From an optimization exercise on the open Yosys and OpenROAD flow, aimed at small area, a short achievable clock period and few clock cycles per item; shortcuts taken in it are not production practice.
RTL that was checked went through simulation tests only; none was proved equivalent to the original.

north:
// piecewise_linear_interpolator
module piecewise_linear_interpolator (
  input  wire logic                     clk_i,
  input  wire logic                     rst_ni,
  input  wire logic                     cfg_valid_i,
  output logic                          cfg_ready_o,
  input  wire logic [plint_pkg::AW-1:0] cfg_addr_i,
  input  wire logic [plint_pkg::DW-1:0] cfg_data_i,
  input  wire logic                     s_axis_tvalid,
  output logic                          s_axis_tready,
  input  wire logic [15:0]              s_axis_tdata,    
  output logic                          m_axis_tvalid,
  input  wire logic                     m_axis_tready,
  output logic [23:0]                   m_axis_tdata,    
  output logic [1:0]                    m_axis_tuser     
);
  localparam int XW = plint_pkg::XW;
  localparam int SW = plint_pkg::SW;
  localparam int GW = plint_pkg::GW;
  logic [1:0]    cnt_q;
  logic [XW-1:0] x0_q, x1_q, x2_q;
  logic [SW-1:0] s0_q, s1_q, s2_q;
  assign cfg_ready_o = 1'b1;
  always_ff @(posedge clk_i or negedge rst_ni) begin
    if (!rst_ni) begin
  ...
clock: 8.0 ns
lec_check: 0
abc_clock_period_in_ps: 3600
cap_margin: 20
core_margin: 2
core_utilization: 40
setup_slack_margin: 4.4
slew_margin: 20
tns_end_percent: 10
run.sh (not shown) runs the stock make flow with config.mk's settings and CLKGATE_MAP_FILE= SYNTH_SCRIPT=/design/flow/synth_recipe.tcl, a recipe that flattens the netlist after the stock synthesis.
Testbench counts of north, summed over its fixed seeds: cycles 5,016, items 4,096.
What south does differently from north at the input level:
--- a/flow/design.v
+++ b/flow/design.v
@@ -178,25 +178,25 @@
   plint_slope u_seg0 (
     .clk_i, .rst_ni, .start_i(start_q),
     .xa_i(x0_q), .xb_i(x1_q), .sa_i(s0_q), .sb_i(s1_q),
     .rdy_o(rdy0), .g_o(g0), .sh_o(sh0), .neg_o(neg0)
   );
   plint_slope u_seg1 (
     .clk_i, .rst_ni, .start_i(start_q),
     .xa_i(x1_q), .xb_i(x2_q), .sa_i(s1_q), .sb_i(s2_q),
     .rdy_o(rdy1), .g_o(g1), .sh_o(sh1), .neg_o(neg1)
   );
   logic en;           
-  logic ov_q;         
+  logic ov_q, skv_q;  
   logic va_q, vb_q;
-  assign en            = !ov_q || m_axis_tready;
+  assign en            = !skv_q;
   assign s_axis_tready = en && rdy0 && rdy1 && !start_q;
   logic [XW-1:0] x;
   logic          le0, le1, le2;
   assign x   = s_axis_tdata;
   assign le0 = x <= x0_q;
   assign le1 = x <= x1_q;
   assign le2 = x <= x2_q;
   logic ge0, ge1, ge2;
   assign ge0 = x >= x0_q;
   assign ge1 = x >= x1_q;
   assign ge2 = x >= x2_q;
@@ -311,29 +311,43 @@
   always_ff @(posedge clk_i) begin
     if (en) begin
       ra_q  <= ra;
       rb_q  <= rb;
       stc_q <= status_q;
     end
   end
   logic [55:0]   sum;
   logic [SW-1:0] score;
   assign sum   = ra_q + rb_q;
   assign score = sum[32 +: SW];
-  logic [SW+1:0] od_q;
+  logic [SW+1:0] od_q, skd_q;
   always_ff @(posedge clk_i or negedge rst_ni) begin
-    if (!rst_ni)  ov_q <= 1'b0;
-    else if (en)  ov_q <= vc_q;
+    if (!rst_ni) begin
+      ov_q  <= 1'b0;
+      skv_q <= 1'b0;
+    end else if (skv_q) begin
+      if (m_axis_tready) skv_q <= 1'b0;
+    end else if (!ov_q || m_axis_tready) begin
+      ov_q <= vc_q;
+    end else if (vc_q) begin
+      skv_q <= 1'b1;
+    end
   end
   always_ff @(posedge clk_i) begin
-    if (en) od_q <= {stc_q, score};
+    if (skv_q) begin
+      if (m_axis_tready) od_q <= skd_q;
+    end else if (!ov_q || m_axis_tready) begin
+      od_q <= {stc_q, score};
+    end else begin
+      skd_q <= {stc_q, score};
+    end
   end
   assign m_axis_tvalid = ov_q;
   assign m_axis_tdata  = od_q[SW-1:0];
   assign m_axis_tuser  = od_q[SW+1:SW];
 endmodule
 module plint_mac (
   input  wire logic [8:0]  bone,    
   input  wire logic [8:0]  btwo,    
   input  wire logic [8:0]  bneg,    
   input  wire logic [40:0] g,
   input  wire logic        negm,
north tops out at a higher clock frequency than south. Comparing north and south, the higher via count was measured on south. In south, the post-synthesis mux area share came out 1.1 points above the value in north. In south, the fraction of the mapped netlist area in compound gates came out 0.57 points below the value in north. north → south: detailed placer's ending HPWL increased 4.1%. Lower sequential share of layout area among north and south: north. Against north, number of combinational gates with multiple inputs in south rose by a few percent. Diff north -> south: aggregate routed wire length now larger. From north to south the numbers moved as follows: per-cell routed wire length increased by about 1.5% relative to the old numbers, setup slack decreased by 0.025 ns relative to the old numbers.
Testbench counts of south, summed over its fixed seeds: cycles 5,016, items 4,096.

---

Another version of the RTL of piecewise_linear_interpolator (not shown whole).
Size in the first run: about 620 flip-flops, roughly 77 I/O pins, about 56000 µm² of cells after synthesis.
==> module plint_slope, before the edit <==
module plint_slope (
  input  wire logic        clk_i,
  input  wire logic        rst_ni,
  input  wire logic        start_i,    
  input  wire logic [15:0] xa_i,
  input  wire logic [15:0] xb_i,
  input  wire logic [23:0] sa_i,
  input  wire logic [23:0] sb_i,
  output logic             rdy_o,
  output logic [40:0]      g_o,
  output logic [3:0]       sh_o,
  output logic             neg_o
);
  localparam int NCYC = 21;            
  typedef enum logic [2:0] {PH_LOAD, PH_NORM, PH_TRIP, PH_DIV, PH_DONE} ph_e;
  ph_e         ph_q;
  logic [4:0]  cnt_q;
  logic [15:0] v_q;       
  logic [17:0] v3_q;      
  logic [15:0] rem_q;     
  logic [41:0] q_q;       
  logic [3:0]  sh_q;
  logic        neg_q;
  logic [24:0] dy;
  logic [23:0] dmag;
  assign dy   = {sb_i[23], sb_i} - {sa_i[23], sa_i};
  assign dmag = neg_q ? 24'(-q_q[23:0]) : q_q[23:0];
  logic [15:0] vn;
  logic [3:0]  shn;
  always_comb begin
    vn  = v_q;
    shn = '0;
    if (vn[15:8] == '0) begin vn = {vn[7:0], 8'd0};  shn[3] = 1'b1; end
    if (vn[15:12] == '0) begin vn = {vn[11:0], 4'd0}; shn[2] = 1'b1; end
    if (vn[15:14] == '0) begin vn = {vn[13:0], 2'd0}; shn[1] = 1'b1; end
    if (vn[15] == 1'b0) begin vn = {vn[14:0], 1'b0};  shn[0] = 1'b1; end
  end
  logic [17:0] t;
  logic [18:0] d1, d2, d3;
  logic [15:0] rem_n;
  logic [1:0]  qd;
  assign t  = {rem_q, q_q[41:40]};
  assign d1 = {1'b0, t} - {3'b000, v_q};
  assign d2 = {1'b0, t} - {2'b00, v_q, 1'b0};
  assign d3 = {1'b0, t} - {1'b0, v3_q};
  always_comb begin
    if (!d3[18])      begin qd = 2'd3; rem_n = d3[15:0]; end
    else if (!d2[18]) begin qd = 2'd2; rem_n = d2[15:0]; end
    else if (!d1[18]) begin qd = 2'd1; rem_n = d1[15:0]; end
    else              begin qd = 2'd0; rem_n = t[15:0];  end
  end
  always_ff @(posedge clk_i or negedge rst_ni) begin
    if (!rst_ni) begin
      ph_q  <= PH_LOAD;
      rdy_o <= 1'b0;
    end else if (start_i) begin
      ph_q  <= PH_LOAD;
      rdy_o <= 1'b0;
    end else begin
      unique case (ph_q)
        PH_LOAD: ph_q <= PH_NORM;
        PH_NORM: ph_q <= PH_TRIP;
        PH_TRIP: ph_q <= PH_DIV;
        PH_DIV:  if (cnt_q == 5'(NCYC - 1)) begin
          ph_q  <= PH_DONE;
          rdy_o <= 1'b1;
        end
        default: ;
      endcase
    end
  end
  always_ff @(posedge clk_i) begin
    unique case (ph_q)
      PH_LOAD: begin
        v_q       <= xb_i - xa_i;
        neg_q     <= dy[24];
        q_q[24:0] <= dy;
      end
      PH_NORM: begin
        v_q   <= vn;
        sh_q  <= shn;
        rem_q <= {2'b00, dmag[23:10]};
        q_q   <= {dmag[9:0], 16'd0, vn};
      end
      PH_TRIP: begin
        v3_q  <= {2'b00, v_q} + {1'b0, v_q, 1'b0};
        cnt_q <= '0;
      end
      PH_DIV: begin
        rem_q <= rem_n;
        q_q   <= {q_q[39:0], qd};
        cnt_q <= cnt_q + 5'd1;
      end
      default: ;
    endcase
  end
  assign g_o   = q_q[40:0];
  assign sh_o  = sh_q;
  assign neg_o = neg_q;
endmodule
==> flow/config.mk <==
export PLATFORM = sky130hd
export DESIGN_NAME = piecewise_linear_interpolator
export DESIGN_NICKNAME = piecewise_linear_interpolator
export VERILOG_FILES = /design/flow/design.v
export SDC_FILE = /design/flow/constraint.sdc
export NUM_CORES = 4
export LEC_CHECK = 0
export ABC_CLOCK_PERIOD_IN_PS = 3600
export CAP_MARGIN = 20
export CORE_MARGIN = 2
export CORE_UTILIZATION = 40
export SETUP_SLACK_MARGIN = 4.4
export SLEW_MARGIN = 20
==> flow/constraint.sdc <==
create_clock -name core_clock -period 8.0 [get_ports {clk_i}]
set_input_delay 1.6000 -clock core_clock [delete_from_list [all_inputs] [get_ports {clk_i}]]
set_output_delay 1.6000 -clock core_clock [all_outputs]
set_load 0.01 [all_outputs]
Change:
--- a/flow/design.v
+++ b/flow/design.v
@@ -36,18 +36,18 @@
   input  wire logic [23:0] sb_i,
   output logic             rdy_o,
   output logic [40:0]      g_o,
   output logic [3:0]       sh_o,
   output logic             neg_o
 );
-  localparam int NCYC = 21;            
-  typedef enum logic [2:0] {PH_LOAD, PH_NORM, PH_TRIP, PH_DIV, PH_DONE} ph_e;
+  localparam int K     = 1;             
+  localparam int NCYC  = 42 / K;
+  typedef enum logic [1:0] {PH_LOAD, PH_NORM, PH_DIV, PH_DONE} ph_e;
   ph_e         ph_q;
-  logic [4:0]  cnt_q;
+  logic [5:0]  cnt_q;
   logic [15:0] v_q;       
-  logic [17:0] v3_q;      
   logic [15:0] rem_q;     
   logic [41:0] q_q;       
   logic [3:0]  sh_q;
   logic        neg_q;
   logic [24:0] dy;
   logic [23:0] dmag;
@@ -60,39 +60,38 @@
     shn = '0;
     if (vn[15:8] == '0) begin vn = {vn[7:0], 8'd0};  shn[3] = 1'b1; end
     if (vn[15:12] == '0) begin vn = {vn[11:0], 4'd0}; shn[2] = 1'b1; end
     if (vn[15:14] == '0) begin vn = {vn[13:0], 2'd0}; shn[1] = 1'b1; end
     if (vn[15] == 1'b0) begin vn = {vn[14:0], 1'b0};  shn[0] = 1'b1; end
   end
-  logic [17:0] t;
-  logic [18:0] d1, d2, d3;
   logic [15:0] rem_n;
-  logic [1:0]  qd;
-  assign t  = {rem_q, q_q[41:40]};
-  assign d1 = {1'b0, t} - {3'b000, v_q};
-  assign d2 = {1'b0, t} - {2'b00, v_q, 1'b0};
-  assign d3 = {1'b0, t} - {1'b0, v3_q};
+  logic [41:0] q_n;
   always_comb begin
-    if (!d3[18])      begin qd = 2'd3; rem_n = d3[15:0]; end
-    else if (!d2[18]) begin qd = 2'd2; rem_n = d2[15:0]; end
-    else if (!d1[18]) begin qd = 2'd1; rem_n = d1[15:0]; end
-    else              begin qd = 2'd0; rem_n = t[15:0];  end
+    logic [16:0] t;
+    logic [16:0] d;
+    rem_n = rem_q;
+    q_n   = q_q;
+    for (int i = 0; i < K; i++) begin
+      t     = {rem_n, q_n[41]};
+      d     = t - {1'b0, v_q};
+      q_n   = {q_n[40:0], !d[16]};
+      rem_n = d[16] ? t[15:0] : d[15:0];
+    end
   end
   always_ff @(posedge clk_i or negedge rst_ni) begin
     if (!rst_ni) begin
       ph_q  <= PH_LOAD;
       rdy_o <= 1'b0;
     end else if (start_i) begin
       ph_q  <= PH_LOAD;
       rdy_o <= 1'b0;
     end else begin
       unique case (ph_q)
         PH_LOAD: ph_q <= PH_NORM;
-        PH_NORM: ph_q <= PH_TRIP;
-        PH_TRIP: ph_q <= PH_DIV;
-        PH_DIV:  if (cnt_q == 5'(NCYC - 1)) begin
+        PH_NORM: ph_q <= PH_DIV;
+        PH_DIV:  if (cnt_q == 6'(NCYC - 1)) begin
           ph_q  <= PH_DONE;
           rdy_o <= 1'b1;
         end
         default: ;
       endcase
     end
@@ -106,21 +105,18 @@
       end
       PH_NORM: begin
         v_q   <= vn;
         sh_q  <= shn;
         rem_q <= {2'b00, dmag[23:10]};
         q_q   <= {dmag[9:0], 16'd0, vn};
-      end
-      PH_TRIP: begin
-        v3_q  <= {2'b00, v_q} + {1'b0, v_q, 1'b0};
         cnt_q <= '0;
       end
       PH_DIV: begin
         rem_q <= rem_n;
-        q_q   <= {q_q[39:0], qd};
-        cnt_q <= cnt_q + 5'd1;
+        q_q   <= q_n;
+        cnt_q <= cnt_q + 6'd1;
       end
       default: ;
     endcase
   end
   assign g_o   = q_q[40:0];
   assign sh_o  = sh_q;
What happened: The new run finished with timing, DRC and antenna clean. Hold slack stays flat. Clock-buffer cell count came out lower by 1. Worst setup slack is about the same. First-iteration DRC count came out lower by 12%. Design area came out lower by 9.6%.
Testbench counts after the change, summed over its fixed seeds: cycles 5,016, items 4,096.
For the first run of this note, only the layout was checked, not whether the RTL still works.

==> afterwards: timing with drivers on the ports <==
The flow's constraints put no driver on any port. The routed layouts listed below were extracted and timed again, unchanged, in two steps. Step 1 (the two cells are an assumption about what drives the block):
set clk [get_ports {clk_i}]
set_driving_cell -lib_cell sky130_fd_sc_hd__clkbuf_16 $clk
set_driving_cell -lib_cell sky130_fd_sc_hd__buf_2 [delete_from_list [all_inputs] $clk]
Step 2 times the ports against the registers' clock, not the clock port: input delays grow and output delays shrink by t, the midpoint of the rising clock arrivals with the driver on. Slacks: ideal / step 1 / step 2; pairs: ideal / step 1.
run	t, ns	setup slack, ns	slew at the worst register clock pin (ns)
north	0.706	4.206 / 4.156 / 3.672	0.07 / 0.07
south	0.728	4.181 / 4.181 / 3.702	0.07 / 0.07
the first run of note 2	0.749	4.186 / 4.186 / 3.820	0.07 / 0.07
the second run of note 2	0.722	4.187 / 4.187 / 3.805	0.07 / 0.07
After both steps setup and hold are still met in every run listed. For north, which loses most, drivers alone change the setup slack by -0.050 ns; drivers and shift together by -0.534 ns.
